From an optimization exercise on the open Yosys and OpenROAD flow, aimed at small area, a short achievable clock period and few clock cycles per item; shortcuts taken in it are not production practice.
At most, simulation tests tie the RTL to the original design; equivalence was not proved.
The RTL of runs 4 to 6 was laid out without a check of its function.
Power figures rest on the tool's default switching activity, not on a simulated workload.

### design/flow/design.v
package mmu_bounds_guard_pkg;
  localparam int ADDR_W_DEF = 26;
  localparam int SEL_W_DEF  = 4;
  localparam int NSEG_DEF   = 11;
  function automatic int levels(input int n);
    levels = (n <= 1) ? 0 : (n <= 2) ? 1 : (n <= 4) ? 2 : (n <= 8) ? 3 :
             (n <= 16) ? 4 : (n <= 32) ? 5 : 6;
  endfunction
endpackage
module mmu_bounds_table
#(
  parameter int ADDR_W = mmu_bounds_guard_pkg::ADDR_W_DEF,
  parameter int SEL_W  = mmu_bounds_guard_pkg::SEL_W_DEF,
  parameter int NSEG   = mmu_bounds_guard_pkg::NSEG_DEF
) (
  input  logic              clk,
  input  logic              rst,
  input  logic              we,
  input  logic [SEL_W-1:0]  sel,
  input  logic [31:0]       lower,
  input  logic [31:0]       upper,
  output logic [SEL_W-1:0]  active_sel,
  output logic              live,
  output logic              written,
  output logic [ADDR_W-1:0] lo,
  output logic [ADDR_W-1:0] hi,
  output logic              hi_big
);
  logic [SEL_W-1:0]  act_q;
  logic              live_q;
  logic              written_q;
  logic [ADDR_W-1:0] lo_q;
  logic [ADDR_W-1:0] hi_q;
  logic              hi_big_q;
  always_ff @(posedge clk or posedge rst) begin
    if (rst) begin
      act_q     <= '0;
      live_q    <= 1'b0;
      written_q <= 1'b0;
    end else if (we) begin
      act_q     <= sel;
      live_q    <= (32'(sel) < NSEG) && (lower[31:ADDR_W] == '0);
      written_q <= 1'b1;
    end
  end
  always_ff @(posedge clk) begin
    if (we) begin
      lo_q     <= lower[ADDR_W-1:0];
      hi_q     <= upper[ADDR_W-1:0];
      hi_big_q <= upper[31:ADDR_W] != '0;
    end
  end
  assign active_sel = act_q;
  assign live       = live_q;
  assign written    = written_q;
  assign lo         = lo_q;
  assign hi         = hi_q;
  assign hi_big     = hi_big_q;
endmodule
module mmu_bounds_check
#(
  parameter int W = mmu_bounds_guard_pkg::ADDR_W_DEF
) (
  input  logic [W-1:0] an,
  input  logic [W-1:0] lo,
  input  logic [W-1:0] hi,
  input  logic         hi_big,
  input  logic         live,
  input  logic         written,
  output logic         pass
);
  localparam int LV = mmu_bounds_guard_pkg::levels(W);
  logic [W-1:0] g_lo, l_lo;
  logic [W-1:0] g_hi, l_hi;
  for (genvar i = 0; i < W; i++) begin : g_bit
    mmu_bounds_nor2  u_g_lo (.a(an[i]), .b(lo[i]), .y(g_lo[i]));
    mmu_bounds_nand2 u_l_lo (.a(an[i]), .b(lo[i]), .y(l_lo[i]));
    mmu_bounds_nand2 u_g_hi (.a(hi[i]), .b(an[i]), .y(g_hi[i]));
    mmu_bounds_nor2  u_l_hi (.a(hi[i]), .b(an[i]), .y(l_hi[i]));
  end
  logic rl_lo, rl_hi;
  mmu_bounds_lt_tree #(.W(W), .KIND_A(1)) u_t_lo (.g(g_lo), .l(l_lo), .rl(rl_lo));
  mmu_bounds_lt_tree #(.W(W), .KIND_A(0)) u_t_hi (.g(g_hi), .l(l_hi), .rl(rl_hi));
  localparam bit ROOT_A_LO = (LV % 2 == 0);
  localparam bit ROOT_A_HI = (LV % 2 == 1);
  logic ge_lo, ge_hi, zero;
  assign ge_lo = ROOT_A_LO ? rl_lo : ~rl_lo;
  assign ge_hi = ROOT_A_HI ? rl_hi : ~rl_hi;
  mmu_bounds_and_all #(.W(W)) u_zero (.a(an), .y(zero));
  assign pass = (~written & zero) | (live & ge_lo & (hi_big | ge_hi));
endmodule
module mmu_bounds_lt_tree
#(
  parameter int W      = mmu_bounds_guard_pkg::ADDR_W_DEF,
  parameter bit KIND_A = 1'b1
) (
  input  logic [W-1:0] g,
  input  logic [W-1:0] l,
  output logic         rl
);
  localparam int LV = mmu_bounds_guard_pkg::levels(W);
  logic [W-1:0] gl [LV+1];
  logic [W-1:0] ll [LV+1];
  assign gl[0] = g;
  assign ll[0] = l;
  for (genvar k = 1; k <= LV; k++) begin : g_lvl
    localparam int N = (W + (1 << (k - 1)) - 1) >> (k - 1);   
    localparam bit A = KIND_A ^ ((k - 1) % 2 == 1);            
    for (genvar i = 0; i < N / 2; i++) begin : g_node
      if (A) begin : g_a
        mmu_bounds_node_a u_n (.g1(gl[k-1][2*i+1]), .l1(ll[k-1][2*i+1]),
                               .g0(gl[k-1][2*i]),   .l0(ll[k-1][2*i]),
                               .g(gl[k][i]), .l(ll[k][i]));
      end else begin : g_b
        mmu_bounds_node_b u_n (.g1(gl[k-1][2*i+1]), .l1(ll[k-1][2*i+1]),
                               .g0(gl[k-1][2*i]),   .l0(ll[k-1][2*i]),
                               .g(gl[k][i]), .l(ll[k][i]));
      end
    end
    if (N % 2 == 1) begin : g_odd
      mmu_bounds_inv u_ig (.a(gl[k-1][N-1]), .y(gl[k][N/2]));
      mmu_bounds_inv u_il (.a(ll[k-1][N-1]), .y(ll[k][N/2]));
    end
    if (N / 2 + N % 2 < W) begin : g_unused
      assign gl[k][W-1:N/2+N%2] = '0;
      assign ll[k][W-1:N/2+N%2] = '0;
    end
  end
  assign rl = ll[LV][0];
endmodule
module mmu_bounds_node_a (
  input  logic g1,
  input  logic l1,
  input  logic g0,
  input  logic l0,
  output logic g,
  output logic l
);
  assign g = ~(g1 | (l1 & g0));
  assign l = ~(l1 & (g1 | l0));
endmodule
module mmu_bounds_node_b (
  input  logic g1,
  input  logic l1,
  input  logic g0,
  input  logic l0,
  output logic g,
  output logic l
);
  assign g = ~(g1 & (l1 | g0));
  assign l = ~(l1 | (g1 & l0));
endmodule
module mmu_bounds_and_all
#(
  parameter int W = mmu_bounds_guard_pkg::ADDR_W_DEF
) (
  input  logic [W-1:0] a,
  output logic         y
);
  assign y = &a;
endmodule
module mmu_bounds_inv (
  input  logic a,
  output logic y
);
  assign y = ~a;
endmodule
module mmu_bounds_nor2 (
  input  logic a,
  input  logic b,
  output logic y
);
  assign y = ~(a | b);
endmodule
module mmu_bounds_nand2 (
  input  logic a,
  input  logic b,
  output logic y
);
  assign y = ~(a & b);
endmodule
module mmu_bounds_nand3 (
  input  logic a,
  input  logic b,
  input  logic c,
  output logic y
);
  assign y = ~(a & b & c);
endmodule
module mmu_bounds_mux2i
#(
  parameter int W = 1
) (
  input  logic [W-1:0] a,
  input  logic [W-1:0] b,
  input  logic         s,
  output logic [W-1:0] y
);
  assign y = ~(s ? b : a);
endmodule
module mmu_bounds_guard
#(
  parameter int ADDR_W = mmu_bounds_guard_pkg::ADDR_W_DEF,
  parameter int SEL_W  = mmu_bounds_guard_pkg::SEL_W_DEF,
  parameter int NSEG   = mmu_bounds_guard_pkg::NSEG_DEF
) (
  input  logic              clk,
  input  logic              rst,
  input  logic              we,
  input  logic [SEL_W-1:0]  sel,
  input  logic [31:0]       lower,
  input  logic [31:0]       upper,
  input  logic              req_valid,
  output logic              req_ready,
  input  logic [ADDR_W-1:0] req_addr,
  input  logic              req_wr,
  output logic              mem_valid,
  input  logic              mem_ready,
  output logic [ADDR_W-1:0] mem_addr,
  output logic              mem_wr,
  output logic              exc,
  output logic [ADDR_W-1:0] exc_addr,
  output logic [SEL_W-1:0]  exc_sel,
  input  logic              exc_ack
);
  logic [SEL_W-1:0]  act;
  logic              live;
  logic              written;
  logic [ADDR_W-1:0] lo;
  logic [ADDR_W-1:0] hi;
  logic              hi_big;
  mmu_bounds_table #(
    .ADDR_W (ADDR_W),
    .SEL_W  (SEL_W),
    .NSEG   (NSEG)
  ) u_table (
    .clk        (clk),
    .rst        (rst),
    .we         (we),
    .sel        (sel),
    .lower      (lower),
    .upper      (upper),
    .active_sel (act),
    .live       (live),
    .written    (written),
    .lo         (lo),
    .hi         (hi),
    .hi_big     (hi_big)
  );
  logic              v_q;
  logic              pass_q;
  logic              chk_q;
  logic              busy_q;
  logic [ADDR_W-1:0] addr_q;
  logic              wr_q;
  logic [SEL_W-1:0]  sel_q;
  logic              free;
  logic              same;
  logic [ADDR_W-1:0] an;
  logic              pass;
  logic n_mv, n_ex;
  mmu_bounds_nand3 u_n_mv (.a(v_q), .b(pass_q),  .c(mem_ready), .y(n_mv));
  mmu_bounds_nand3 u_n_ex (.a(v_q), .b(!pass_q), .c(exc_ack),   .y(n_ex));
  mmu_bounds_nand3 u_rdy  (.a(busy_q), .b(n_mv), .c(n_ex), .y(req_ready));
  assign free = !busy_q || (v_q && (pass_q ? mem_ready : exc_ack));
  assign same = we && (sel == act);
  mmu_bounds_mux2i #(.W(ADDR_W)) u_amux (.a(req_addr), .b(addr_q), .s(chk_q), .y(an));
  mmu_bounds_check #(.W(ADDR_W)) u_check (
    .an     (an),
    .lo     (lo),
    .hi     (hi),
    .hi_big (hi_big),
    .live    (live),
    .written (written),
    .pass   (pass)
  );
  always_ff @(posedge clk or posedge rst) begin
    if (rst) begin
      v_q    <= 1'b0;
      chk_q  <= 1'b0;
      busy_q <= 1'b0;
    end else if (chk_q) begin
      v_q    <= 1'b1;
      chk_q  <= 1'b0;
    end else if (free) begin
      v_q    <= req_valid && !same;
      chk_q  <= req_valid && same;
      busy_q <= req_valid;
    end
  end
  always_ff @(posedge clk) begin
    if (chk_q || free) begin
      pass_q <= pass;
    end
    if (free) begin
      addr_q <= req_addr;
      wr_q   <= req_wr;
      sel_q  <= act;
    end
  end
  assign mem_valid = v_q && pass_q;
  assign mem_addr  = addr_q;
  assign mem_wr    = wr_q;
  assign exc       = v_q && !pass_q;
  assign exc_addr  = addr_q;
  assign exc_sel   = sel_q;
endmodule
### design/flow/flow/run.sh
#!/bin/bash
# Standard ORFS layout, with plain buf_1 cells on the ports instead of the
# delay buffers buffer_ports picks by default, and the delay-cell families
# kept out of the post-synthesis repairs. Synthesis is the standard one.
set -euo pipefail
PLAT_DONT_USE=$(make -s -C "$FLOW_HOME" DESIGN_CONFIG="$FLOW_CONFIG" print-DONT_USE_CELLS 2>/dev/null | sed -n 's/^DONT_USE_CELLS: //p')
EXTRA="sky130_fd_sc_hd__clkdlybuf4s15_1 sky130_fd_sc_hd__clkdlybuf4s15_2 sky130_fd_sc_hd__clkdlybuf4s18_1 sky130_fd_sc_hd__clkdlybuf4s18_2 sky130_fd_sc_hd__clkdlybuf4s25_1 sky130_fd_sc_hd__clkdlybuf4s25_2 sky130_fd_sc_hd__clkdlybuf4s50_1 sky130_fd_sc_hd__clkdlybuf4s50_2 sky130_fd_sc_hd__dlygate4sd1_1 sky130_fd_sc_hd__dlygate4sd2_1 sky130_fd_sc_hd__dlygate4sd3_1 sky130_fd_sc_hd__dlymetal6s2s_1 sky130_fd_sc_hd__dlymetal6s4s_1 sky130_fd_sc_hd__dlymetal6s6s_1"
echo "platform dont_use: $PLAT_DONT_USE" > flow_vars.log
bash standard.sh synth > synth.log 2>&1
bash standard.sh "BUFFER_PORTS_ARGS=-buffer_cell sky130_fd_sc_hd__buf_1" "POST_FLOORPLAN_TCL=$PWD/flow/downsize.tcl" "RECOVER_POWER=100" "DONT_USE_CELLS=$PLAT_DONT_USE $EXTRA" finish > layout.log 2>&1
### design/flow/flow/downsize.tcl
# Post-floorplan hook: set every combinational cell that synthesis mapped
# at a larger drive strength back to drive 1 (same function), so that the
# repair steps that follow upsize only what timing needs. Registers, ties
# and buffers are left alone.
set db [ord::get_db]
set n 0
foreach inst [[ord::get_db_block] getInsts] {
  set m [[$inst getMaster] getName]
  if {[regexp {^sky130_fd_sc_hd__(a21oi|o21ai|a21o|o21a|nand2|nor2|nand3|nor3|nand4|nor4|a22oi|o22ai|a211oi|o211ai|a31oi|o31ai|mux2i|xor2|xnor2|inv)_(2|4)$} $m -> fam drv]} {
    set small [$db findMaster sky130_fd_sc_hd__${fam}_1]
    if {$small ne "NULL" && $small ne ""} {
      $inst swapMaster $small
      incr n
    }
  }
}
puts "downsize.tcl: set $n cells to drive 1"
### design/flow/standard.sh
#!/bin/bash
# synth_recipe.tcl (not shown) runs the flow's synth.tcl, then flattens the netlist and writes it again
# the make line also repeats each setting of config.mk as NAME=value (left out here)
make -C /OpenROAD-flow-scripts/flow DESIGN_CONFIG=/design/flow/config.mk WORK_HOME=/design/flow/orfs CLKGATE_MAP_FILE= SYNTH_SCRIPT=/design/flow/synth_recipe.tcl "${@:-finish}"
### design/flow/config.mk
export PLATFORM = sky130hd
export DESIGN_NAME = mmu_bounds_guard
export DESIGN_NICKNAME = mmu_bounds_guard
export VERILOG_FILES = /design/flow/design.v
export SDC_FILE = /design/flow/constraint.sdc
export NUM_CORES = 4
export LEC_CHECK = 0
export CAP_MARGIN = 20
export CORE_MARGIN = 2
export CORE_UTILIZATION = 45
export SETUP_SLACK_MARGIN = 2.8
export SLEW_MARGIN = 20
export SYNTH_HIERARCHICAL = 1
### design/flow/constraint.sdc
create_clock -name core_clock -period 5.5 [get_ports {clk}]
set_input_delay 1.1000 -clock core_clock [delete_from_list [all_inputs] [get_ports {clk}]]
set_output_delay 1.1000 -clock core_clock [all_outputs]
set_load 0.01 [all_outputs]
==> summary.txt, run 1 <==
Timing
  • RSZ-0062 raised after global routing: false
  • Fin crit period: 3560 ps
  • Max Slew Vio Count: 35
  • Max Fclk: 281 MHz
  • Rel. slew slack: -21.6%
  • Tightest Pin Transition: 1820 ps
  • Final hold violation count: 0
  • Final worst path period share: 64.8%
  • Skew final: 8.69 ps
  • Final setup viols: 0
  • Setup_tns: 0 ps

GRT
  • Routing usage on met1: 20.2%
  • Vias in the first global route: 3082
  • Aggregate global-route resource usage: 16.7%
  • Top Usage Layer GRT: met2
  • Initial antenna violation count: 0
  • M2 GR Usage: 28.2%
  • First-pass GRT wire length: 14200 µm
  • Gr ovfl total: 0
  • Largest net degree at the start of global routing: 35
  • Met3 usage: 4.72%

Die
  • DIE AREA: 11200 µm²
  • Core Area: 10200 µm²
  • Die Ht: 106 µm
  • Die X: 106 µm
  • Number of cell rows: 37
  • Starting density of the core: 45.8%
  • Num ports: 161

Detailed routing
  • First-pass DRT Iterations: 4
  • DRC: 0
  • DRT antenna net count: 0
  • Via Count: 3395
  • Number of DRC markers in iteration 0: 148
  • Drt total wl: 9490 µm
  • WL/cell: 13.9 µm
  • Vias per inst: 4.96

Run status
  • Outcome: complete, but fails checks
  • SO Faults: max-capacitance violations, max-slew violations

Power
  • LEAKAGE: 1.79 nW
  • Share of power burned in the clock network: 23.2%
  • Net switching power: 0.000608 W
  • Switching part of the total: 31.9%
  • Reg power frac: 54.1%
  • Internal power: 0.00130 W
  • Worst vdd ir: 0.000144 V
  • Logic pwr share: 22.7%
  • Cell Pwr Density: 363 nW/µm²

Hold path
  • Hold path cells: 0
  • Hold Crit Class: reg -> reg

Worst setup path
  • Critical path arrival: 3510 ps
  • Setup crit start kind: input pin
  • Buf+Inv Stages, Crit Path: 2
  • Worst path cell trace: clkbuf_1 > clkbuf_1
  • Crit path top cell by count: clkbuf_1
  • Critical Path Stages: 2
  • Worst R2R Path Depth: 10
  • Worst Path Required: 5450 ps
  • Cell family with most CP delay: buffers and inverters
  • Largest stage delay on the critical path: 1390 ps
  • Critical path class: in -> reg
  • Critical Path End Type: register
  • CP max-delay cell: clkbuf_1
  • CP Max Fanout: 34

CTS
  • Clock slew at reported path FFs: 90 ps
  • Hold Buf Count CTS: 0
  • Root Driver: clkbuf_8
  • CTS tree: built
  • CTS Buffer Depth: 2
  • Clk latency of the worst-skew pair: 350 ps
  • H-tree depth: 3
  • Inserted Clock Buffers: 9
  • Clock Sinks: 94

Logic synthesis
  • Synth Cell Area: 4680 µm²
  • Synth Instances: 399
  • Synth Warn #: 18
  • Synthesized Nets: 500
  • Synth Area per Inst: 11.7 µm²

Cells and area
  • Layout area overhead: 12.3%
  • Core Util, Final: 51.4%
  • Share of cells above drive strength 1: 5.65%
  • Fill cells: 975
  • Ant diodes: 0
  • Layout net count: 645

Place
  • HPWL after DPL: 7280 µm
  • Routability cong.: 0.761
  • Buffers on Ports: 160

Run
  • Max Cap Viol: 1
[metal layers]
| layer | share of wire [%] | wire length (µm) |
|---|---|---|
| met4 | 2.2 | 211 |
| met2 | 48 | 4530 |
| met5 | 0 | 0 |
| met1 | 44 | 4130 |
| met3 | 6.5 | 621 |
[placed cells by master, fill, tap and decap left out, types with 2 or more instances in the layout]
master,n
mux2i_2,8
dfrtp_1,9
or2_1,2
nand2_1,57
nand3_1,3
mux2_2,3
clkinvlp_4,2
o21ai_1,45
buf_1,159
inv_1,13
xnor2_1,3
a21oi_1,46
clkbuf_1,4
clkbuf_8,9
nand4_1,6
edfxtp_1,85
mux2i_1,18
nor2_1,54
mux2_1,4
nor4_1,2
[power by group through the flow]
stage	clock, W	sequential [W]	combinational (W)
floorplan	0	0.00107	0.000326
global placement	0	0.00104	0.000432
detailed placement	0	0.00105	0.000438
CTS	0.000458	0.00103	0.000439
global route	0.000487	0.00105	0.000484
finish	0.000442	0.00103	0.000433
[worst reg2reg max path, delay by kind of cell, from the launching register on]
family / cells / cell delay (ps)
DFF: 1 / 980
AOI/OAI and AO/OA: 6 / 920
muxes: 1 / 370
buffers and inverters: 1 / 330
and+or+nand+nor: 2 / 180
[through the flow]
| step | cells | worst slack [ps] | power, W | area (µm²) | hold slack (ps) |
|---|---|---|---|---|---|
| CTS | 684 | 2790 | 0.00193 | 5230 | 502 |
| floorplan | 399 | 2840 | 0.00139 | 4680 | 452 |
| global placement | 668 | 2380 | 0.00148 | 5040 | 482 |
| finish | 685 | 1940 | 0.00191 | 5260 | 495 |
| detailed placement | 668 | 2310 | 0.00149 | 5040 | 480 |
| global route | 685 | 1690 | 0.00202 | 5260 | 526 |
[sequential cells by signal, indices dropped and copies added (netlist names)]
register,cells
u_table.lo_q,26
sel_q,4
busy_q,1
addr_q,26
chk_q,1
wr_q,1
u_table.act_q,4
u_table.live_q,1
u_table.hi_big_q,1
u_table.written_q,1
pass_q,1
v_q,1
u_table.hi_q,26
[worst paths after layout]
kind                                     to  slack, ps             start
min reg2reg                        sel_q[3]        490  u_table.act_q[3]
min                                sel_q[3]        490  u_table.act_q[3]
min in group asynchronous            busy_q        590               rst
max in group asynchronous  u_table.act_q[1]       4650               rst
max reg2reg                          pass_q       2540             chk_q
max                        u_table.lo_q[13]       1940                we
[what timing repair did]
item | 4_1_cts | 5_1_grt
setup buffers | 0 | 1
gates cloned | 0 | 0
endpoints found under the setup margin | 17 | 1
resized for setup | 2 | 10
[cell type report]
class / count / area [µm²] / area share, %
clock buffer: 10 / 128 / 2.43
clock inverter: 6 / 62.6 / 1.19
inverter: 13 / 48.8 / 0.928
multi-input combinational: 263 / 1450 / 27.6
sequential: 94 / 2780 / 52.8
tap: 136 / 170 / 3.24
timing repair buffer: 163 / 619 / 11.8
Testbench counts, summed over its fixed seeds: cycles 16,058, items 16,000.
==> run 2, diff against run 1 <==
--- a/design/flow/flow/run.sh
+++ b/design/flow/flow/run.sh
@@ -7,4 +7,4 @@
 EXTRA="sky130_fd_sc_hd__clkdlybuf4s15_1 sky130_fd_sc_hd__clkdlybuf4s15_2 sky130_fd_sc_hd__clkdlybuf4s18_1 sky130_fd_sc_hd__clkdlybuf4s18_2 sky130_fd_sc_hd__clkdlybuf4s25_1 sky130_fd_sc_hd__clkdlybuf4s25_2 sky130_fd_sc_hd__clkdlybuf4s50_1 sky130_fd_sc_hd__clkdlybuf4s50_2 sky130_fd_sc_hd__dlygate4sd1_1 sky130_fd_sc_hd__dlygate4sd2_1 sky130_fd_sc_hd__dlygate4sd3_1 sky130_fd_sc_hd__dlymetal6s2s_1 sky130_fd_sc_hd__dlymetal6s4s_1 sky130_fd_sc_hd__dlymetal6s6s_1"
 echo "platform dont_use: $PLAT_DONT_USE" > flow_vars.log
 bash standard.sh synth > synth.log 2>&1
-bash standard.sh "BUFFER_PORTS_ARGS=-buffer_cell sky130_fd_sc_hd__buf_1" "POST_FLOORPLAN_TCL=$PWD/flow/downsize.tcl" "RECOVER_POWER=100" "DONT_USE_CELLS=$PLAT_DONT_USE $EXTRA" finish > layout.log 2>&1
+bash standard.sh "BUFFER_PORTS_ARGS=-buffer_cell sky130_fd_sc_hd__buf_1" "POST_FLOORPLAN_TCL=$PWD/flow/downsize.tcl" "CTS_ARGS=-sink_clustering_enable -repair_clock_nets -dont_use_dummy_load" "DONT_USE_CELLS=$PLAT_DONT_USE $EXTRA" finish > layout.log 2>&1
==> run 2 against run 1 <==
Compared with the run above:
- the run now finishes clean
- first-iteration DRC count down 4.7%
- global-route usage about the same
- non-clock buffer count unchanged
- register-to-register slack improved by 390 ps
- area after synthesis stayed put
- count of clock-buffer cells in the layout decreased by 1
- critical endpoint is now req_ready
==> summary.txt, run 2 <==
Die
  • Die X: 106 µm (unchanged)
  • Starting density of the core: 45.8% (unchanged)
  • DIE AREA: 11200 µm² (unchanged)
  • Number of cell rows: 37 (unchanged)
  • Die Ht: 106 µm (unchanged)
  • Num ports: 161 (unchanged)
  • Core Area: 10200 µm² (unchanged)

Cells and area
  • Share of cells above drive strength 1: 5.72% (was 5.65%)
  • Layout net count: 645 (unchanged)
  • Most frequent cells in the layout: 159 x buf_1, 85 x edfxtp_1, 57 x nand2_1 (unchanged)
  • Most common cell after layout, fill and taps aside: buf_1 (unchanged)
  • Ant diodes: 0 (unchanged)
  • Layout area overhead: 11.2% (was 12.3%)
  • Largest regs: addr_q: 26 flops, u_table.hi_q: 26 flops, u_table.lo_q: 26 flops (unchanged)

GRT
  • Aggregate global-route resource usage: 16.7% (about the same)
  • Gr ovfl total: 0 (unchanged)
  • Vias in the first global route: 3090 (was 3082)
  • Largest net degree at the start of global routing: 35 (unchanged)
  • First-pass GRT wire length: 14300 µm (was 14200 µm)
  • Initial antenna violation count: 0 (unchanged)

Logic synthesis
  • Synth Cell Area: 4680 µm² (unchanged)
  • Synthesized Nets: 500 (unchanged)
  • Synth Area per Inst: 11.7 µm² (unchanged)
  • Synth Warn #: 18 (unchanged)
  • Synth Instances: 399 (unchanged)

CTS
  • Clock Sinks: 94 (unchanged)
  • Root Driver: clkbuf_8 (unchanged)
  • CTS Buffer Depth: 2 (unchanged)
  • Clk latency of the worst-skew pair: 350 ps (about the same)
  • Clock slew at reported path FFs: 80 ps (was 90 ps)
  • Inserted Clock Buffers: 9 (unchanged)
  • H-tree depth: 3 (unchanged)
  • CTS tree: built (unchanged)

Worst setup path
  • CP max-delay cell: buf_1 (was clkbuf_1)
  • Worst Path Required: 4400 ps (was 5450 ps)
  • Cell family with most CP delay: buffers and inverters (unchanged)
  • Worst R2R Path Depth: 10 (unchanged)
  • Critical path arrival: 1510 ps (was 3510 ps)
  • CP Max Fanout: 2 (was 34)
  • Largest stage delay on the critical path: 150 ps (was 1390 ps)
  • Critical path class: in -> out (was in -> reg)
  • Buf+Inv Stages, Crit Path: 2 (unchanged)
  • Critical Path End Type: output pin (was register)
  • Critical Path Stages: 4 (was 2)
  • Setup crit start kind: input pin (unchanged)
  • Worst path cell trace: buf_1 > nand3_1 > nand3_1 > buf_1 (was clkbuf_1 > clkbuf_1)

Timing
  • Max Fclk: 383 MHz (was 281 MHz)
  • Skew final: 14.3 ps (was 8.69 ps)
  • WHS: 492 ps (was 495 ps)
  • RSZ-0062 raised after global routing: false (unchanged)
  • Final hold violation count: 0 (unchanged)
  • Final worst slack: 2890 ps (was 1940 ps)
  • Max Slew Vio Count: 0 (was 35)
  • Rel. slew slack: 50.1% (was -21.6%)
  • Final worst path period share: 47.4% (was 64.8%)
  • Final setup viols: 0 (unchanged)
  • Fin crit period: 2610 ps (was 3560 ps)
  • Tightest Pin Transition: 748 ps (was 1820 ps)
  • Setup_tns: 0 ps (unchanged)

Power
  • Worst vdd ir: 0.000139 V (was 0.000144 V)
  • Cell Pwr Density: 350 nW/µm² (was 363 nW/µm²)
  • LEAKAGE: 1.78 nW (was 1.79 nW)
  • Pwr Total: 0.00182 W (was 0.00191 W)

Detailed routing
  • WL/cell: 14.0 µm (was 13.9 µm)
  • Number of DRC markers in iteration 0: 141 (was 148)
  • Via Count: 3355 (was 3395)
  • Drt total wl: 9510 µm (was 9490 µm)
  • Vias per inst: 4.95 (was 4.96)
  • DRC: 0 (unchanged)
  • DRT antenna net count: 0 (unchanged)
  • First-pass DRT Iterations: 4 (unchanged)

Hold path
  • Hold path cells: 0 (unchanged)
  • Hold Crit Class: reg -> reg (unchanged)

Place
  • HPWL after DPL: 7280 µm (unchanged)
  • Buffers on Ports: 160 (unchanged)
  • Post-Place Setup Slack: 2310 ps (unchanged)
  • Routability cong.: 0.761 (unchanged)

Run
  • Max Cap Viol: 0 (was 1)

Run status
  • Outcome: no timing/DRC/antenna violations (was complete, but fails checks)
run 2: worst paths after layout:
check,slack [ps],start,endpoint
min in group asynchronous,600,rst,busy_q
hold / removal,490,u_table.act_q[1],sel_q[1]
max in group asynchronous,4630,rst,u_table.written_q
hold reg to reg,490,u_table.act_q[1],sel_q[1]
setup reg to reg,2930,chk_q,pass_q
setup / recovery,2890,exc_ack,req_ready
run 2: area by class of cell:
| class | count | area (µm²) |
|---|---|---|
| timing repair buffer | 163 | 623 |
| inverter | 13 | 48.8 |
| clock buffer | 9 | 124 |
| multi-input combinational | 263 | 1460 |
| sequential | 94 | 2780 |
| tap | 136 | 170 |
| fill | 974 | 5030 |
run 2: what timing repair did:
item                       CTS  global route
setup endpoints to repair   17             1
cloned                       0             0
buffers inserted             0             1
resized for setup            2            10
pin swaps                    0             0
hold buffers                 0             0
run 2: stage by stage:
step | area (µm²) | cells | util, %
2_1_floorplan | 4680 | 399 | -
5_1_grt | 5200 | 678 | 50.9
6_report | 5200 | 678 | 50.9
4_1_cts | 5160 | 677 | 50.5
3_3_place_gp | 5040 | 668 | 49.2
3_5_place_dp | 5040 | 668 | 49.2
run 2: report_power, final:
| part | total [W] | internal (W) | switching, W |
|---|---|---|---|
| clock network | 0.000352 | 0.000147 | 0.000205 |
| logic | 0.000437 | 0.000149 | 0.000288 |
| registers | 0.00103 | 0.000942 | 0.0000883 |
| total | 0.00182 | 0.00124 | 0.000581 |
run 2: routing by layer:
metal  part of all wire, %  vias to the layer above  wire length, µm  global-route usage, %
met3                   6.2                       18              585                   4.72
met2                    48                      121             4550                   28.5
met5                     0                        -                0                      0
li1                      -                     1697                -                      -
met1                    44                     1519             4160                   20.1
met4                   2.2                        0              210                   6.39
==> run 3, diff against run 2 <==
--- a/design/flow/flow/run.sh
+++ b/design/flow/flow/run.sh
@@ -7,4 +7,4 @@
 EXTRA="sky130_fd_sc_hd__clkdlybuf4s15_1 sky130_fd_sc_hd__clkdlybuf4s15_2 sky130_fd_sc_hd__clkdlybuf4s18_1 sky130_fd_sc_hd__clkdlybuf4s18_2 sky130_fd_sc_hd__clkdlybuf4s25_1 sky130_fd_sc_hd__clkdlybuf4s25_2 sky130_fd_sc_hd__clkdlybuf4s50_1 sky130_fd_sc_hd__clkdlybuf4s50_2 sky130_fd_sc_hd__dlygate4sd1_1 sky130_fd_sc_hd__dlygate4sd2_1 sky130_fd_sc_hd__dlygate4sd3_1 sky130_fd_sc_hd__dlymetal6s2s_1 sky130_fd_sc_hd__dlymetal6s4s_1 sky130_fd_sc_hd__dlymetal6s6s_1"
 echo "platform dont_use: $PLAT_DONT_USE" > flow_vars.log
 bash standard.sh synth > synth.log 2>&1
-bash standard.sh "BUFFER_PORTS_ARGS=-buffer_cell sky130_fd_sc_hd__buf_1" "POST_FLOORPLAN_TCL=$PWD/flow/downsize.tcl" "CTS_ARGS=-sink_clustering_enable -repair_clock_nets -dont_use_dummy_load" "DONT_USE_CELLS=$PLAT_DONT_USE $EXTRA" finish > layout.log 2>&1
+bash standard.sh "BUFFER_PORTS_ARGS=-buffer_cell sky130_fd_sc_hd__buf_1" "POST_FLOORPLAN_TCL=$PWD/flow/downsize.tcl" "CTS_ARGS=-sink_clustering_enable -repair_clock_nets -sink_clustering_size 24 -sink_clustering_max_diameter 120 -sink_buffer_max_cap_derate 1.0 -buf_list sky130_fd_sc_hd__clkbuf_8" "DONT_USE_CELLS=$PLAT_DONT_USE $EXTRA" finish > layout.log 2>&1
==> run 3 against run 2 <==
Compared with the run above:
- still clean
- sequential power hardly changed
- highest routed layer unchanged
- clock skew is 6.3 ps lower
- first-iteration DRC count is 1.4% higher
- sequential share of layout area is 0.67 points lower
- synthesized cell count stayed put
- core utilization is 0.65 points higher
- clock power is 25% higher
- critical path depth stayed put
- worst setup slack hardly changed
==> summary.txt, run 3 <==
Run status
  • Outcome: no timing/DRC/antenna violations (unchanged)

Hold path
  • Hold Crit Class: reg -> reg (unchanged)
  • Origin of the worst min-delay path: u_table.act_q[3] (was u_table.act_q[1])
  • Hold endpoint: sel_q[3] (was sel_q[1])
  • Hold path cells: 0 (unchanged)

Timing
  • RSZ-0062 raised after global routing: false (unchanged)
  • Setup_tns: 0 ps (unchanged)
  • Rel. slew slack: 50.0% (was 50.1%)
  • Skew final: 7.99 ps (was 14.3 ps)
  • Final worst path period share: 47.4% (about the same)
  • Max Fclk: 383 MHz (about the same)
  • Tightest Pin Transition: 751 ps (was 748 ps)
  • Final setup viols: 0 (unchanged)
  • Fin crit period: 2610 ps (about the same)
  • Max Slew Vio Count: 0 (unchanged)
  • Final hold violation count: 0 (unchanged)

CTS
  • Hold Buf Count CTS: 0 (unchanged)
  • Clock Sinks: 94 (unchanged)
  • Clock slew at reported path FFs: 90 ps (was 80 ps)
  • H-tree depth: 3 (unchanged)
  • Clk latency of the worst-skew pair: 350 ps (about the same)
  • Inserted Clock Buffers: 9 (unchanged)
  • Root Driver: clkbuf_8 (unchanged)
  • CTS tree: built (unchanged)
  • CTS Buffer Depth: 2 (unchanged)

GRT
  • Aggregate global-route resource usage: 16.7% (about the same)
  • Initial antenna violation count: 0 (unchanged)
  • M2 GR Usage: 28.2% (was 28.5%)
  • Routing usage on met1: 20.2% (was 20.1%)
  • Largest net degree at the start of global routing: 35 (unchanged)
  • Gr ovfl total: 0 (unchanged)
  • Top Usage Layer GRT: met2 (unchanged)
  • Met3 usage: 4.72% (unchanged)
  • First-pass GRT wire length: 14200 µm (was 14300 µm)
  • Vias in the first global route: 3082 (was 3090)

Worst setup path
  • Register-to-register setup slack: 2940 ps (was 2930 ps)
  • Cell family with most CP delay: buffers and inverters (unchanged)
  • Critical path class: in -> out (unchanged)
  • CP Max Fanout: 2 (unchanged)
  • Worst R2R Path Depth: 10 (unchanged)
  • CP max-delay cell: buf_1 (unchanged)
  • Critical Path Stages: 4 (unchanged)
  • Critical Path End Type: output pin (unchanged)
  • Critical path arrival: 1510 ps (about the same)
  • Reg2reg start: chk_q (unchanged)
  • Worst path cell trace: buf_1 > nand3_1 > nand3_1 > buf_1 (unchanged)
  • Reg-to-Reg End: pass_q (unchanged)
  • Worst Path Required: 4400 ps (about the same)
  • Setup crit start kind: input pin (unchanged)
  • Buf+Inv Stages, Crit Path: 2 (unchanged)
  • Largest stage delay on the critical path: 150 ps (about the same)

Detailed routing
  • Number of DRC markers in iteration 0: 143 (was 141)
  • Via Count: 3393 (was 3355)
  • Drt total wl: 9510 µm (about the same)
  • WL/cell: 13.9 µm (was 14.0 µm)
  • First-pass DRT Iterations: 4 (unchanged)
  • DRT antenna net count: 0 (unchanged)
  • Vias per inst: 4.95 (about the same)
  • DRC: 0 (unchanged)

Cells and area
  • Share of cells above drive strength 1: 6.56% (was 5.72%)
  • Core Util, Final: 51.5% (was 50.9%)
  • Most common cell after layout, fill and taps aside: buf_1 (unchanged)
  • Final Cell Area: 5270 µm² (was 5200 µm²)
  • Largest regs: addr_q: 26 flops, u_table.hi_q: 26 flops, u_table.lo_q: 26 flops (unchanged)
  • Most frequent cells in the layout: 159 x buf_1, 85 x edfxtp_1, 57 x nand2_1 (unchanged)
  • Layout area overhead: 12.6% (was 11.2%)
  • Ant diodes: 0 (unchanged)
  • Fill cells: 969 (was 974)
  • Layout net count: 645 (unchanged)

Die
  • Starting density of the core: 45.8% (unchanged)
  • Num ports: 161 (unchanged)
  • Die X: 106 µm (unchanged)
  • Core Area: 10200 µm² (unchanged)
  • DIE AREA: 11200 µm² (unchanged)
  • Die Ht: 106 µm (unchanged)
  • Number of cell rows: 37 (unchanged)

Place
  • HPWL after DPL: 7280 µm (unchanged)
  • Buffers on Ports: 160 (unchanged)
  • Routability cong.: 0.761 (unchanged)
  • Placed standard-cell area: 5040 µm² (unchanged)

Logic synthesis
  • Synth Instances: 399 (unchanged)
  • Synthesized Nets: 500 (unchanged)
  • Synth Warn #: 18 (unchanged)
  • Synth Cell Area: 4680 µm² (unchanged)
  • Synth Area per Inst: 11.7 µm² (unchanged)

Power
  • LEAKAGE: 1.81 nW (was 1.78 nW)
  • Worst vdd ir: 0.000142 V (was 0.000139 V)
  • Cell Pwr Density: 362 nW/µm² (was 350 nW/µm²)

Run
  • Max Cap Viol: 0 (unchanged)
==> run 3: where the power goes <==
part | total (W) | leakage [nW] | internal, W | switching (W)
Sequential | 0.00103 | 0.944 | 0.000942 | 0.0000880
Clock | 0.000440 | 0.0941 | 0.000207 | 0.000233
Combinational | 0.000437 | 0.768 | 0.000149 | 0.000288
Total | 0.00191 | 1.81 | 0.00130 | 0.000609
==> run 3: layout make-up <==
cell class	instances	area [µm²]	share of cell area, %
clock inverters	7	66.3	1.26
repair buffers	163	623	11.8
inverters	13	48.8	0.926
clock buffers	9	124	2.35
multi-input cells	263	1460	27.7
well taps	136	170	3.23
flip-flops and latches	94	2780	52.8
==> run 3: worst reg2reg max path, delay by kind of cell (launching register included) <==
kind                   cells  cell delay (ps)
AND/OR/NAND/NOR            2              180
AO/OA/AOI/OAI              6              930
multiplexers               1              370
flip-flops                 1              630
buffers and inverters      1              280
==> run 3: layer usage <==
metal	wire length, µm	vias up
li1	-	1705
met1	4150	1545
met2	4540	127
met3	609	16
met4	211	0
met5	0	-
==> run 3: worst max-delay path by stage <==
stage,startpoint,to,slack [ps]
final,exc_ack,req_ready,2890
after global routing,req_addr[23],pass_q,2810
after CTS,chk_q,pass_q,2790
after detailed placement,exc_ack,sel_q[3],2310
after global placement,exc_ack,sel_q[1],2380
after floorplan,exc_ack,pass_q,2840
==> run 3: through the flow <==
stage / cells / setup WS, ps / hold slack, ps / power (W)
final: 685 / 2890 / 495 / 0.00191
after global routing: 685 / 2810 / 526 / 0.00202
after floorplan: 399 / 2840 / 452 / 0.00139
after detailed placement: 668 / 2310 / 480 / 0.00149
after CTS: 684 / 2790 / 502 / 0.00193
after global placement: 668 / 2380 / 482 / 0.00148
==> run 3: what timing repair did <==
action / CTS / global route
setup endpoints to repair: 17 / 1
endpoints found under the hold margin: 0 / 0
buffers inserted: 0 / 1
resized for setup: 2 / 10
==> run 4, diff against run 3 <==
--- a/design/flow/design.v
+++ b/design/flow/design.v
@@ -250,7 +250,7 @@
   logic              v_q;
   logic              pass_q;
   logic              chk_q;
-  logic              busy_q;
+  logic              busy;
   logic [ADDR_W-1:0] addr_q;
   logic              wr_q;
   logic [SEL_W-1:0]  sel_q;
@@ -261,8 +261,9 @@
   logic n_mv, n_ex;
   mmu_bounds_nand3 u_n_mv (.a(v_q), .b(pass_q),  .c(mem_ready), .y(n_mv));
   mmu_bounds_nand3 u_n_ex (.a(v_q), .b(!pass_q), .c(exc_ack),   .y(n_ex));
-  mmu_bounds_nand3 u_rdy  (.a(busy_q), .b(n_mv), .c(n_ex), .y(req_ready));
-  assign free = !busy_q || (v_q && (pass_q ? mem_ready : exc_ack));
+  mmu_bounds_nand3 u_rdy  (.a(busy), .b(n_mv), .c(n_ex), .y(req_ready));
+  assign busy = v_q || chk_q;
+  assign free = !busy || (v_q && (pass_q ? mem_ready : exc_ack));
   assign same = we && (sel == act);
   mmu_bounds_mux2i #(.W(ADDR_W)) u_amux (.a(req_addr), .b(addr_q), .s(chk_q), .y(an));
   mmu_bounds_check #(.W(ADDR_W)) u_check (
@@ -276,16 +277,14 @@
   );
   always_ff @(posedge clk or posedge rst) begin
     if (rst) begin
-      v_q    <= 1'b0;
-      chk_q  <= 1'b0;
-      busy_q <= 1'b0;
+      v_q   <= 1'b0;
+      chk_q <= 1'b0;
     end else if (chk_q) begin
-      v_q    <= 1'b1;
-      chk_q  <= 1'b0;
+      v_q   <= 1'b1;
+      chk_q <= 1'b0;
     end else if (free) begin
-      v_q    <= req_valid && !same;
-      chk_q  <= req_valid && same;
-      busy_q <= req_valid;
+      v_q   <= req_valid && !same;
+      chk_q <= req_valid && same;
     end
   end
   always_ff @(posedge clk) begin
==> design/flow/flow/run.sh (replaced) <==
#!/bin/bash
# Standard ORFS layout, with plain buf_1 cells on the ports instead of the
# delay buffers buffer_ports picks by default, and the delay-cell families
# kept out of the post-synthesis repairs. Synthesis is the standard one.
set -euo pipefail
PLAT_DONT_USE=$(make -s -C "$FLOW_HOME" DESIGN_CONFIG="$FLOW_CONFIG" print-DONT_USE_CELLS 2>/dev/null | sed -n 's/^DONT_USE_CELLS: //p')
EXTRA="sky130_fd_sc_hd__clkdlybuf4s15_1 sky130_fd_sc_hd__clkdlybuf4s15_2 sky130_fd_sc_hd__clkdlybuf4s18_1 sky130_fd_sc_hd__clkdlybuf4s18_2 sky130_fd_sc_hd__clkdlybuf4s25_1 sky130_fd_sc_hd__clkdlybuf4s25_2 sky130_fd_sc_hd__clkdlybuf4s50_1 sky130_fd_sc_hd__clkdlybuf4s50_2 sky130_fd_sc_hd__dlygate4sd1_1 sky130_fd_sc_hd__dlygate4sd2_1 sky130_fd_sc_hd__dlygate4sd3_1 sky130_fd_sc_hd__dlymetal6s2s_1 sky130_fd_sc_hd__dlymetal6s4s_1 sky130_fd_sc_hd__dlymetal6s6s_1"
echo "platform dont_use: $PLAT_DONT_USE" > flow_vars.log
bash standard.sh synth > synth.log 2>&1
bash standard.sh "BUFFER_PORTS_ARGS=-buffer_cell sky130_fd_sc_hd__buf_1" "POST_FLOORPLAN_TCL=$PWD/flow/downsize.tcl" "DONT_USE_CELLS=$PLAT_DONT_USE $EXTRA" finish > layout.log 2>&1
==> run 4 against run 3 <==
Compared with the run above:
- combinational power down 43%
- count of clock-buffer cells in the layout unchanged
- clock power down 2%
- sequential cell count down 1
- register-to-register slack about the same
- routed wire length up 0.36%
- via count down 0.29%
- clock skew down 2.5 ps
- design area up 0.62%
==> summary.txt, run 4 <==
Worst setup path
  • CP max-delay cell: dfrtp_4 (was buf_1)
  • CP Max Fanout: 16 (was 2)
  • Worst path cell trace: buf_8 > or2_2 > nand3_1 > clkbuf_2 (was buf_1 > nand3_1 > nand3_1 > buf_1)
  • Largest stage delay on the critical path: 510 ps (was 150 ps)
  • Critical path class: reg -> out (was in -> out)
  • Critical Path End Type: output pin (unchanged)
  • Start point of the critical path: chk_q (was exc_ack)
  • Worst Path Required: 4400 ps (about the same)
  • Setup crit start kind: register (was input pin)
  • Critical path arrival: 1520 ps (was 1510 ps)
  • Buf+Inv Stages, Crit Path: 2 (unchanged)
  • Reg2reg start: chk_q (unchanged)
  • Cell family with most CP delay: flip-flops (was buffers and inverters)

Die
  • Number of cell rows: 37 (unchanged)
  • Num ports: 161 (unchanged)
  • Core Area: 10200 µm² (about the same)
  • DIE AREA: 11100 µm² (was 11200 µm²)
  • Die Ht: 106 µm (about the same)
  • Starting density of the core: 45.6% (was 45.8%)
  • Die X: 106 µm (about the same)

CTS
  • H-tree depth: 3 (unchanged)
  • Clock slew at reported path FFs: 90 ps (about the same)
  • Clk latency of the worst-skew pair: 340 ps (was 350 ps)
  • Root Driver: clkbuf_8 (unchanged)
  • Inserted Clock Buffers: 9 (unchanged)
  • Clock Sinks: 93 (was 94)
  • CTS tree: built (unchanged)
  • Hold Buf Count CTS: 0 (unchanged)
  • CTS Buffer Depth: 2 (unchanged)

Place
  • Routability cong.: 0.789 (was 0.761)
  • Buffers on Ports: 160 (unchanged)
  • HPWL after DPL: 7170 µm (was 7280 µm)

Logic synthesis
  • Synth Cell Area: 4640 µm² (was 4680 µm²)
  • Synth Instances: 395 (was 399)
  • Synthesized Nets: 496 (was 500)
  • Synth Warn #: 18 (unchanged)
  • Synth Area per Inst: 11.7 µm² (about the same)

GRT
  • First-pass GRT wire length: 14300 µm (was 14200 µm)
  • Largest net degree at the start of global routing: 35 (unchanged)
  • Initial antenna violation count: 0 (unchanged)
  • Aggregate global-route resource usage: 16.7% (about the same)
  • Gr ovfl total: 0 (unchanged)
  • Vias in the first global route: 3101 (was 3082)

Power
  • LEAKAGE: 1.81 nW (about the same)
  • Worst vdd ir: 0.000154 V (was 0.000142 V)
  • Cell Pwr Density: 295 nW/µm² (was 362 nW/µm²)

Detailed routing
  • Via Count: 3383 (was 3393)
  • WL/cell: 13.9 µm (about the same)
  • Drt total wl: 9540 µm (was 9510 µm)
  • DRT antenna net count: 0 (unchanged)
  • DRC: 0 (unchanged)
  • Number of DRC markers in iteration 0: 114 (was 143)
  • Vias per inst: 4.91 (was 4.95)
  • First-pass DRT Iterations: 4 (unchanged)

Run
  • Max Cap Viol: 0 (unchanged)

Timing
  • RSZ-0062 raised after global routing: true (was false)
  • Max Slew Vio Count: 0 (unchanged)
  • Final setup viols: 0 (unchanged)
  • Rel. slew slack: 41.7% (was 50.0%)
  • Final worst path period share: 47.6% (was 47.4%)
  • Tightest Pin Transition: 858 ps (was 751 ps)
  • Fin crit period: 2620 ps (was 2610 ps)
  • Setup_tns: 0 ps (unchanged)
  • Skew final: 5.46 ps (was 7.99 ps)
  • Max Fclk: 382 MHz (was 383 MHz)
  • Final hold violation count: 0 (unchanged)
  • WHS: 489 ps (was 495 ps)

Cells and area
  • Share of cells above drive strength 1: 6.69% (was 6.56%)
  • Layout area overhead: 14.3% (was 12.6%)
  • Core Util, Final: 52.1% (was 51.5%)
  • Ant diodes: 0 (unchanged)
  • Most common cell after layout, fill and taps aside: buf_1 (unchanged)
  • Largest regs: addr_q: 26 flops, u_table.hi_q: 26 flops, u_table.lo_q: 26 flops (unchanged)
  • Most frequent cells in the layout: 162 x buf_1, 85 x edfxtp_1, 54 x nand2_1 (was 159 x buf_1, 85 x edfxtp_1, 57 x nand2_1)
  • Layout net count: 649 (was 645)

Hold path
  • Origin of the worst min-delay path: u_table.act_q[2] (was u_table.act_q[3])
  • Hold Crit Class: reg -> reg (unchanged)

Run status
  • Outcome: no timing/DRC/antenna violations (unchanged)
run 4: cell types whose count changed in the layout (fill, tap and decap cells not counted), moves of 2 or more:
cell	change
mux2i_4	+2
mux2i_2	-5
xnor2_1	-3
mux2i_1	+6
xor2_1	+3
buf_1	+3
nand2_1	-3
run 4: worst paths after layout:
kind / to / slack, ps / cells after the start
min in group asynchronous: chk_q / 590 / 2
max reg2reg: pass_q / 2940 / 8
max: req_ready / 2880 / 4
max in group asynchronous: u_table.live_q / 4630 / 2
min reg2reg: sel_q[2] / 490 / 0
min: sel_q[2] / 490 / 0
run 4: layer usage:
layer	vias to the layer above	routed length (µm)	track usage, %
li1	1710	-	-
met1	1538	4060	21.0
met2	124	4730	28.2
met3	11	596	4.33
met4	0	155	5.26
met5	-	0	0
run 4: area by class of cell:
type | count | area (µm²)
Inverter | 13 | 48.8
Fill cell | 953 | 4880
Tap cell | 136 | 170
Clock inverter | 7 | 66.3
Timing Repair Buffer | 170 | 676
Multi-Input combinational cell | 261 | 1460
Clock buffer | 9 | 124
Sequential cell | 93 | 2760
run 4: through the flow:
step	cells	power (W)	setup slack (ps)	instance area [µm²]
floorplan	395	0.00109	2820	4640
global placement	664	0.00114	2580	5010
detailed placement	664	0.00115	2530	5010
CTS	680	0.00158	2720	5200
global route	689	0.00165	2740	5300
finish	689	0.00157	2880	5300
run 4: power by group:
group	switching, W	internal (W)
logic	0.000157	0.0000924
clock network	0.000225	0.000207
registers	0.0000391	0.000846
run 4: timing repair:
item                                   in CTS  in global routing
gates cloned                                0                  1
setup endpoints to repair                   2                  6
endpoints found under the hold margin       0                  0
gates resized for setup                     1                  9
buffers inserted                            0                  8
==> run 5, diff against run 4 <==
--- a/design/flow/design.v
+++ b/design/flow/design.v
@@ -194,9 +194,10 @@
   input  logic [W-1:0] a,
   input  logic [W-1:0] b,
   input  logic         s,
+  input  logic         sn,
   output logic [W-1:0] y
 );
-  assign y = ~(s ? b : a);
+  assign y = ~(({W{s}} & b) | ({W{sn}} & a));
 endmodule
 module mmu_bounds_guard
 #(
@@ -265,7 +266,7 @@
   assign busy = v_q || chk_q;
   assign free = !busy || (v_q && (pass_q ? mem_ready : exc_ack));
   assign same = we && (sel == act);
-  mmu_bounds_mux2i #(.W(ADDR_W)) u_amux (.a(req_addr), .b(addr_q), .s(chk_q), .y(an));
+  mmu_bounds_mux2i #(.W(ADDR_W)) u_amux (.a(req_addr), .b(addr_q), .s(chk_q), .sn(!chk_q), .y(an));
   mmu_bounds_check #(.W(ADDR_W)) u_check (
     .an     (an),
     .lo     (lo),
==> run 5 against run 4 <==
Compared with the run above:
- still clean
- worst hold slack improved by 12 ps
- combinational power barely moved
- non-clock buffer count rose by 5
- sequential power rose by 0.6%
- fmax rose by 0.11%
- routed wire length rose by 7.0%
- area after synthesis rose by 1.5%
- largest cell class unchanged
==> summary.txt, run 5 <==
Timing
  • Final worst slack: 2890 ps (was 2880 ps)
  • Skew final: 8.67 ps (was 5.46 ps)
  • Final worst path period share: 47.5% (was 47.6%)
  • Max Fclk: 382 MHz (about the same)
  • Fin crit period: 2610 ps (was 2620 ps)
  • Rel. slew slack: 41.2% (was 41.7%)
  • Final setup viols: 0 (unchanged)
  • Final hold violation count: 0 (unchanged)
  • RSZ-0062 raised after global routing: false (was true)
  • Tightest Pin Transition: 882 ps (was 858 ps)
  • Setup_tns: 0 ps (unchanged)
  • Max Slew Vio Count: 0 (unchanged)

Worst setup path
  • Cell family with most CP delay: buffers and inverters (was flip-flops)
  • Critical path arrival: 1510 ps (was 1520 ps)
  • CP max-delay cell: buf_1 (was dfrtp_4)
  • Largest stage delay on the critical path: 150 ps (was 510 ps)
  • Buf+Inv Stages, Crit Path: 2 (unchanged)
  • Critical path class: in -> out (was reg -> out)
  • CP Max Fanout: 2 (was 16)
  • Critical Path End Type: output pin (unchanged)
  • Worst Path Required: 4400 ps (about the same)
  • Worst path cell trace: buf_1 > nand3_1 > nand3_1 > buf_1 (was buf_8 > or2_2 > nand3_1 > clkbuf_2)
  • Setup crit start kind: input pin (was register)

GRT
  • Routing usage on met1: 23.2% (was 21.0%)
  • Gr ovfl total: 0 (unchanged)
  • Top Usage Layer GRT: met2 (unchanged)
  • M2 GR Usage: 28.8% (was 28.2%)
  • Vias in the first global route: 3219 (was 3101)
  • Initial antenna violation count: 0 (unchanged)
  • Aggregate global-route resource usage: 17.7% (was 16.7%)
  • Largest net degree at the start of global routing: 38 (was 35)
  • First-pass GRT wire length: 15300 µm (was 14300 µm)
  • Met3 usage: 4.48% (was 4.33%)

Detailed routing
  • DRC: 0 (unchanged)
  • Via Count: 3528 (was 3383)
  • Drt total wl: 10200 µm (was 9540 µm)
  • Vias per inst: 5.08 (was 4.91)
  • WL/cell: 14.7 µm (was 13.9 µm)
  • First-pass DRT Iterations: 4 (unchanged)
  • DRT antenna net count: 0 (unchanged)
  • Number of DRC markers in iteration 0: 183 (was 114)

Cells and area
  • Share of cells above drive strength 1: 11.6% (was 6.69%)
  • Layout net count: 655 (was 649)
  • Most frequent cells in the layout: 162 x buf_1, 85 x edfxtp_1, 54 x nand2_1 (unchanged)
  • Ant diodes: 0 (unchanged)
  • Final Cell Area: 5390 µm² (was 5300 µm²)
  • Layout area overhead: 14.4% (was 14.3%)
  • Most common cell after layout, fill and taps aside: buf_1 (unchanged)
  • Core Util, Final: 52.6% (was 52.1%)
  • Fill cells: 939 (was 953)
  • Largest regs: addr_q: 26 flops, u_table.hi_q: 26 flops, u_table.lo_q: 26 flops (unchanged)

CTS
  • Root Driver: clkbuf_8 (unchanged)
  • Clk latency of the worst-skew pair: 360 ps (was 340 ps)
  • Clock Sinks: 93 (unchanged)
  • H-tree depth: 3 (unchanged)
  • Hold Buf Count CTS: 0 (unchanged)
  • CTS tree: built (unchanged)
  • Inserted Clock Buffers: 9 (unchanged)
  • CTS Buffer Depth: 2 (unchanged)
  • Clock slew at reported path FFs: 90 ps (about the same)

Die
  • DIE AREA: 11300 µm² (was 11100 µm²)
  • Number of cell rows: 37 (unchanged)
  • Num ports: 161 (unchanged)
  • Core Area: 10200 µm² (about the same)
  • Starting density of the core: 46.0% (was 45.6%)
  • Die Ht: 106 µm (about the same)
  • Die X: 106 µm (about the same)

Place
  • HPWL after DPL: 7680 µm (was 7170 µm)
  • Placed standard-cell area: 4940 µm² (was 5010 µm²)
  • Routability cong.: 0.818 (was 0.789)
  • Buffers on Ports: 160 (unchanged)
  • Post-Place Setup Slack: 2440 ps (was 2530 ps)

Run status
  • Outcome: no timing/DRC/antenna violations (unchanged)

Logic synthesis
  • Synth Area per Inst: 11.8 µm² (was 11.7 µm²)
  • Synth Instances: 399 (was 395)
  • Synth Warn #: 18 (unchanged)
  • Synthesized Nets: 500 (was 496)
  • Synth Cell Area: 4710 µm² (was 4640 µm²)

Power
  • Cell Pwr Density: 306 nW/µm² (was 295 nW/µm²)
  • Worst vdd ir: 0.000153 V (was 0.000154 V)
  • LEAKAGE: 1.91 nW (was 1.81 nW)

Run
  • Max Cap Viol: 0 (unchanged)

Hold path
  • Hold Crit Class: reg -> reg (unchanged)
run 5: per-layer routing:
metal,part of all wire (%),wire [µm]
met5,0,0
met4,1.8,185
met3,7.1,725
met2,48,4920
met1,43,4370
run 5: cell type report:
cell class | instances | area [µm²] | share of cell area (%)
multi-input combinational | 260 | 1470 | 27.2
inverter | 14 | 56.3 | 1.05
timing repair inverter | 1 | 7.51 | 0.139
timing repair buffer | 175 | 707 | 13.1
clock inverter | 7 | 98.8 | 1.84
tap | 136 | 170 | 3.16
clock buffer | 9 | 124 | 2.30
sequential | 93 | 2760 | 51.2
run 5: stage by stage:
step	hold slack, ps	total power [W]	std cells
floorplan	452	0.00110	399
global placement	477	0.00114	666
detailed placement	478	0.00115	666
CTS	502	0.00165	684
global route	515	0.00173	695
finish	501	0.00165	695
run 5: worst reg2reg max path: stages, from the launching register on:
cell and delay [ps]:
dfrtp_4 520, buf_8 140, buf_4 170, a22oi_2 270, nand4_1 130, or4_1 510, nor4_1 330, inv_1 90
o32ai_2 90
run 5: path summary, 6_finish.rpt:
path / startpoint / endpoint / slack, ps / cells past startpoint
worst min-delay path: u_table.act_q[0] / sel_q[0] / 500 / 0
max in group asynchronous: rst / u_table.written_q / 4660 / 2
min in group asynchronous: rst / v_q / 580 / 2
worst max register to register: chk_q / pass_q / 3090 / 8
worst max-delay path: exc_ack / req_ready / 2890 / 4
worst min register to register: u_table.act_q[0] / sel_q[0] / 500 / 0
run 5: what timing repair did:
action,in CTS,in global routing
gates cloned,1,0
endpoints found under the setup margin,19,1
setup buffers,1,11
pin swaps,0,1
resized for setup,4,27
run 5: where the power goes:
| group | internal (W) | switching [W] | leakage, nW |
|---|---|---|---|
| Clock | 0.000258 | 0.000246 | 0.110 |
| Combinational | 0.0000920 | 0.000160 | 0.862 |
| Sequential | 0.000846 | 0.0000440 | 0.934 |
==> run 6, diff against run 5 <==
--- a/design/flow/design.v
+++ b/design/flow/design.v
@@ -187,6 +187,17 @@
 );
   assign y = ~(a & b & c);
 endmodule
+module mmu_bounds_dffr (
+  input  logic clk,
+  input  logic rst,
+  input  logic d,
+  output logic q
+);
+  always_ff @(posedge clk or posedge rst) begin
+    if (rst) q <= 1'b0;
+    else     q <= d;
+  end
+endmodule
 module mmu_bounds_mux2i
 #(
   parameter int W = 1
@@ -194,10 +205,9 @@
   input  logic [W-1:0] a,
   input  logic [W-1:0] b,
   input  logic         s,
-  input  logic         sn,
   output logic [W-1:0] y
 );
-  assign y = ~(({W{s}} & b) | ({W{sn}} & a));
+  assign y = ~(s ? b : a);
 endmodule
 module mmu_bounds_guard
 #(
@@ -251,7 +261,7 @@
   logic              v_q;
   logic              pass_q;
   logic              chk_q;
-  logic              busy;
+  logic              busy_q;
   logic [ADDR_W-1:0] addr_q;
   logic              wr_q;
   logic [SEL_W-1:0]  sel_q;
@@ -262,11 +272,18 @@
   logic n_mv, n_ex;
   mmu_bounds_nand3 u_n_mv (.a(v_q), .b(pass_q),  .c(mem_ready), .y(n_mv));
   mmu_bounds_nand3 u_n_ex (.a(v_q), .b(!pass_q), .c(exc_ack),   .y(n_ex));
-  mmu_bounds_nand3 u_rdy  (.a(busy), .b(n_mv), .c(n_ex), .y(req_ready));
-  assign busy = v_q || chk_q;
-  assign free = !busy || (v_q && (pass_q ? mem_ready : exc_ack));
+  mmu_bounds_nand3 u_rdy  (.a(busy_q), .b(n_mv), .c(n_ex), .y(req_ready));
+  assign free = !busy_q || (v_q && (pass_q ? mem_ready : exc_ack));
   assign same = we && (sel == act);
-  mmu_bounds_mux2i #(.W(ADDR_W)) u_amux (.a(req_addr), .b(addr_q), .s(chk_q), .sn(!chk_q), .y(an));
+  localparam int AH = ADDR_W / 2;
+  logic chk_d, chk_b_q;
+  assign chk_d = !chk_q && free && req_valid && same;
+  mmu_bounds_dffr u_chk_a (.clk(clk), .rst(rst), .d(chk_d), .q(chk_q));
+  mmu_bounds_dffr u_chk_b (.clk(clk), .rst(rst), .d(chk_d), .q(chk_b_q));
+  mmu_bounds_mux2i #(.W(AH)) u_amux_lo (
+    .a(req_addr[AH-1:0]), .b(addr_q[AH-1:0]), .s(chk_q), .y(an[AH-1:0]));
+  mmu_bounds_mux2i #(.W(ADDR_W-AH)) u_amux_hi (
+    .a(req_addr[ADDR_W-1:AH]), .b(addr_q[ADDR_W-1:AH]), .s(chk_b_q), .y(an[ADDR_W-1:AH]));
   mmu_bounds_check #(.W(ADDR_W)) u_check (
     .an     (an),
     .lo     (lo),
@@ -278,14 +295,13 @@
   );
   always_ff @(posedge clk or posedge rst) begin
     if (rst) begin
-      v_q   <= 1'b0;
-      chk_q <= 1'b0;
+      v_q    <= 1'b0;
+      busy_q <= 1'b0;
     end else if (chk_q) begin
-      v_q   <= 1'b1;
-      chk_q <= 1'b0;
+      v_q    <= 1'b1;
     end else if (free) begin
-      v_q   <= req_valid && !same;
-      chk_q <= req_valid && same;
+      v_q    <= req_valid && !same;
+      busy_q <= req_valid;
     end
   end
   always_ff @(posedge clk) begin
--- a/design/flow/config.mk
+++ b/design/flow/config.mk
@@ -8,6 +8,6 @@
 export CAP_MARGIN = 20
 export CORE_MARGIN = 2
 export CORE_UTILIZATION = 45
-export SETUP_SLACK_MARGIN = 2.8
+export SETUP_SLACK_MARGIN = 2.95
 export SLEW_MARGIN = 20
 export SYNTH_HIERARCHICAL = 1
==> run 6 against run 5 <==
Compared with the run above:
- still clean on timing, DRC and antenna
- first-iteration DRC count fell by 22%
- clock skew rose by 3.6 ps
- power rose by 18%
- area after synthesis rose by 0.43%
- global-route usage barely moved
- sequential power rose by 18%
- fmax rose by 1.8%
==> summary.txt, run 6 <==
GRT
  • Initial antenna violation count: 0 (unchanged)
  • Largest net degree at the start of global routing: 33 (was 38)
  • Gr ovfl total: 0 (unchanged)
  • First-pass GRT wire length: 15400 µm (was 15300 µm)
  • Aggregate global-route resource usage: 17.7% (about the same)
  • Vias in the first global route: 3216 (was 3219)

Power
  • Worst vdd ir: 0.000338 V (was 0.000153 V)
  • Pwr Total: 0.00194 W (was 0.00165 W)
  • Cell Pwr Density: 360 nW/µm² (was 306 nW/µm²)
  • Reg power frac: 53.9% (was 54.1%)
  • Net switching power: 0.000635 W (was 0.000450 W)
  • Logic pwr share: 22.9% (was 15.3%)
  • Share of power burned in the clock network: 23.2% (was 30.6%)
  • LEAKAGE: 1.85 nW (was 1.91 nW)
  • Switching part of the total: 32.7% (was 27.4%)
  • Internal power: 0.00131 W (was 0.00120 W)

Worst setup path
  • Reg-to-Reg End: pass_q (unchanged)
  • Worst path cell trace: buf_1 > nand3_1 > nand3_1 > buf_2 (was buf_1 > nand3_1 > nand3_1 > buf_1)
  • Critical Path End Type: output pin (unchanged)
  • Worst Path Required: 4400 ps (about the same)
  • CP max-delay cell: buf_2 (was buf_1)
  • Setup crit start kind: input pin (unchanged)
  • Reg2reg start: u_chk_a.q (was chk_q)
  • Worst R2R Path Depth: 8 (unchanged)
  • Start point of the critical path: mem_ready (was exc_ack)
  • CP Max Fanout: 2 (unchanged)
  • Register-to-register setup slack: 3080 ps (was 3090 ps)
  • Critical path arrival: 1470 ps (was 1510 ps)
  • Critical path class: in -> out (unchanged)
  • Largest stage delay on the critical path: 130 ps (was 150 ps)
  • Crit path top cell by count: nand3_1

Detailed routing
  • Number of DRC markers in iteration 0: 142 (was 183)
  • Vias per inst: 4.93 (was 5.08)
  • WL/cell: 14.3 µm (was 14.7 µm)
  • DRC: 0 (unchanged)
  • First-pass DRT Iterations: 4 (unchanged)
  • DRT antenna net count: 0 (unchanged)
  • Drt total wl: 9860 µm (was 10200 µm)
  • Via Count: 3401 (was 3528)

Run
  • Max Cap Viol: 0 (unchanged)

Timing
  • Skew final: 12.2 ps (was 8.67 ps)
  • Max Slew Vio Count: 0 (unchanged)
  • Final worst path period share: 46.7% (was 47.5%)
  • Setup_tns: 0 ps (unchanged)
  • Final setup viols: 0 (unchanged)
  • Tightest Pin Transition: 840 ps (was 882 ps)
  • Rel. slew slack: 43.8% (was 41.2%)
  • Fin crit period: 2570 ps (was 2610 ps)
  • Max Fclk: 389 MHz (was 382 MHz)
  • RSZ-0062 raised after global routing: true (was false)
  • Final hold violation count: 0 (unchanged)

CTS
  • Clk latency of the worst-skew pair: 360 ps (about the same)
  • H-tree depth: 3 (unchanged)
  • Root Driver: clkbuf_8 (unchanged)
  • Hold Buf Count CTS: 0 (unchanged)
  • CTS tree: built (unchanged)
  • Inserted Clock Buffers: 9 (unchanged)
  • Clock Sinks: 95 (was 93)
  • Clock slew at reported path FFs: 100 ps (was 90 ps)
  • CTS Buffer Depth: 2 (unchanged)

Logic synthesis
  • Synth Instances: 403 (was 399)
  • Synthesized Nets: 504 (was 500)
  • Synth Warn #: 19 (was 18)
  • Synth Area per Inst: 11.7 µm² (was 11.8 µm²)
  • Synth Cell Area: 4730 µm² (was 4710 µm²)

Cells and area
  • Ant diodes: 0 (unchanged)
  • Most common cell after layout, fill and taps aside: buf_1 (unchanged)
  • Layout net count: 650 (was 655)
  • Share of cells above drive strength 1: 8.84% (was 11.6%)
  • Layout area overhead: 14.2% (was 14.4%)
  • Largest regs: addr_q: 26 flops, u_table.hi_q: 26 flops, u_table.lo_q: 26 flops (unchanged)
  • Most frequent cells in the layout: 159 x buf_1, 85 x edfxtp_1, 56 x nand2_1 (was 162 x buf_1, 85 x edfxtp_1, 54 x nand2_1)

Place
  • Buffers on Ports: 160 (unchanged)
  • HPWL after DPL: 7380 µm (was 7680 µm)
  • Routability cong.: 0.756 (was 0.818)

Run status
  • Outcome: no timing/DRC/antenna violations (unchanged)

Die
  • Core Area: 10300 µm² (was 10200 µm²)
  • DIE AREA: 11300 µm² (about the same)
  • Starting density of the core: 46.0% (about the same)
  • Number of cell rows: 37 (unchanged)
  • Die Ht: 106 µm (about the same)
  • Num ports: 161 (unchanged)
  • Die X: 106 µm (about the same)

Hold path
  • Hold endpoint: u_table.written_q (was sel_q[0])
  • Origin of the worst min-delay path: u_table.written_q (was u_table.act_q[0])
  • Hold path cells: 1 (was 0)
  • Hold Crit Class: reg -> reg (unchanged)
## run 6: changes by cell type in the layout (fill, tap and decap cells not counted), moves of 3 or more
cell | previous run | this run
buf_2 | 6 | 2
mux2i_4 | 0 | 4
buf_1 | 162 | 159
mux2i_1 | 1 | 13
mux2i_2 | 0 | 9
a22oi_2 | 24 | 0
## run 6: power by group through the flow
| stage | Combinational [W] | Clock (W) | Sequential [W] |
|---|---|---|---|
| 2_1_floorplan | 0.000330 | 0 | 0.00107 |
| 3_3_place_gp | 0.000436 | 0 | 0.00105 |
| 3_5_place_dp | 0.000438 | 0 | 0.00105 |
| 4_1_cts | 0.000444 | 0.000464 | 0.00104 |
| 5_1_grt | 0.000494 | 0.000486 | 0.00107 |
| 6_report | 0.000444 | 0.000451 | 0.00105 |
## run 6: worst max-delay path by stage
stage / slack, ps / end
final: 2930 / req_ready
after global routing: 2890 / req_ready
after CTS: 2920 / req_ready
after detailed placement: 2530 / pass_q
after global placement: 2570 / pass_q
after floorplan: 2960 / pass_q
## run 6: metrics by stage
| step | hold slack (ps) | setup WS (ps) | utilization (%) | area, µm² | instances |
|---|---|---|---|---|---|
| final | 495 | 2930 | 52.5 | 5400 | 690 |
| after detailed placement | 472 | 2530 | 49.3 | 5070 | 670 |
| after global routing | 506 | 2890 | 52.5 | 5400 | 690 |
| after floorplan | 452 | 2960 | - | 4740 | 403 |
| after CTS | 496 | 2920 | 51.5 | 5290 | 687 |
| after global placement | 473 | 2570 | 49.3 | 5070 | 670 |
## run 6: worst max-delay path: cells and delay by family
| family | cells | cell delay (ps) |
|---|---|---|
| buffers and inverters | 2 | 220 |
| AND/OR/NAND/NOR | 2 | 160 |
## run 6: layout make-up
class                           instances  area, µm²
Clock inverter                          5       30.0
Clock buffer                           11        163
Tap cell                              136        170
Timing Repair Buffer                  165        642
Fill cell                             962       4880
Inverter                               15       56.3
Sequential cell                        95       2810
Multi-Input combinational cell        263       1530
## run 6: what timing repair did
action / CTS / global route
resized for setup: 9 / 18
cloned: 0 / 0
endpoints found under the setup margin: 4 / 2
buffers inserted: 1 / 3
pin swaps: 1 / 1
hold endpoints to repair: 0 / 0
## run 6: metal layers
metal	track usage, %	up-vias	routed length, µm
met2	27.2	112	4520
met5	0	-	0
li1	-	1717	-
met3	3.74	11	674
met1	24.4	1561	4510
met4	7.51	0	155

[afterwards: timing with drivers on the ports]
The results above use ideal ports. As a check the final layouts listed here were re-extracted and re-timed, cells and wires unchanged.
Step 1: set_driving_cell puts a clkbuf_16 on clk and a buf_2 on each other input, an assumption about the parent block.
Step 2 times the ports against the registers' clock, not the clock port: input delays grow and output delays shrink by t, the midpoint of the rising clock arrivals with the driver on.
Three values: no drivers, after step 1, after step 2; two values: the first two.
run	t, ns	setup WS [ns]	slew at the worst register clock pin (ns)	worst data-port slew with drivers (ns)	cell pins on the clock port's net
run 1	0.378	1.938 / 1.938 / 1.560	0.09 / 0.09	0.05	1
run 2	0.372	2.892 / 2.870 / 2.592	0.09 / 0.09	0.05	1
run 3	0.377	2.892 / 2.870 / 2.590	0.09 / 0.09	0.05	1
run 4	0.375	2.883 / 2.850 / 2.558	0.09 / 0.09	0.05	1
run 5	0.393	2.886 / 2.864 / 2.580	0.10 / 0.10	0.04	1
run 6	0.389	2.931 / 2.904 / 2.672	0.10 / 0.10	0.05	1
For run 1, which loses most, drivers alone change the setup slack by 0.000 ns; drivers and shift together by -0.378 ns.
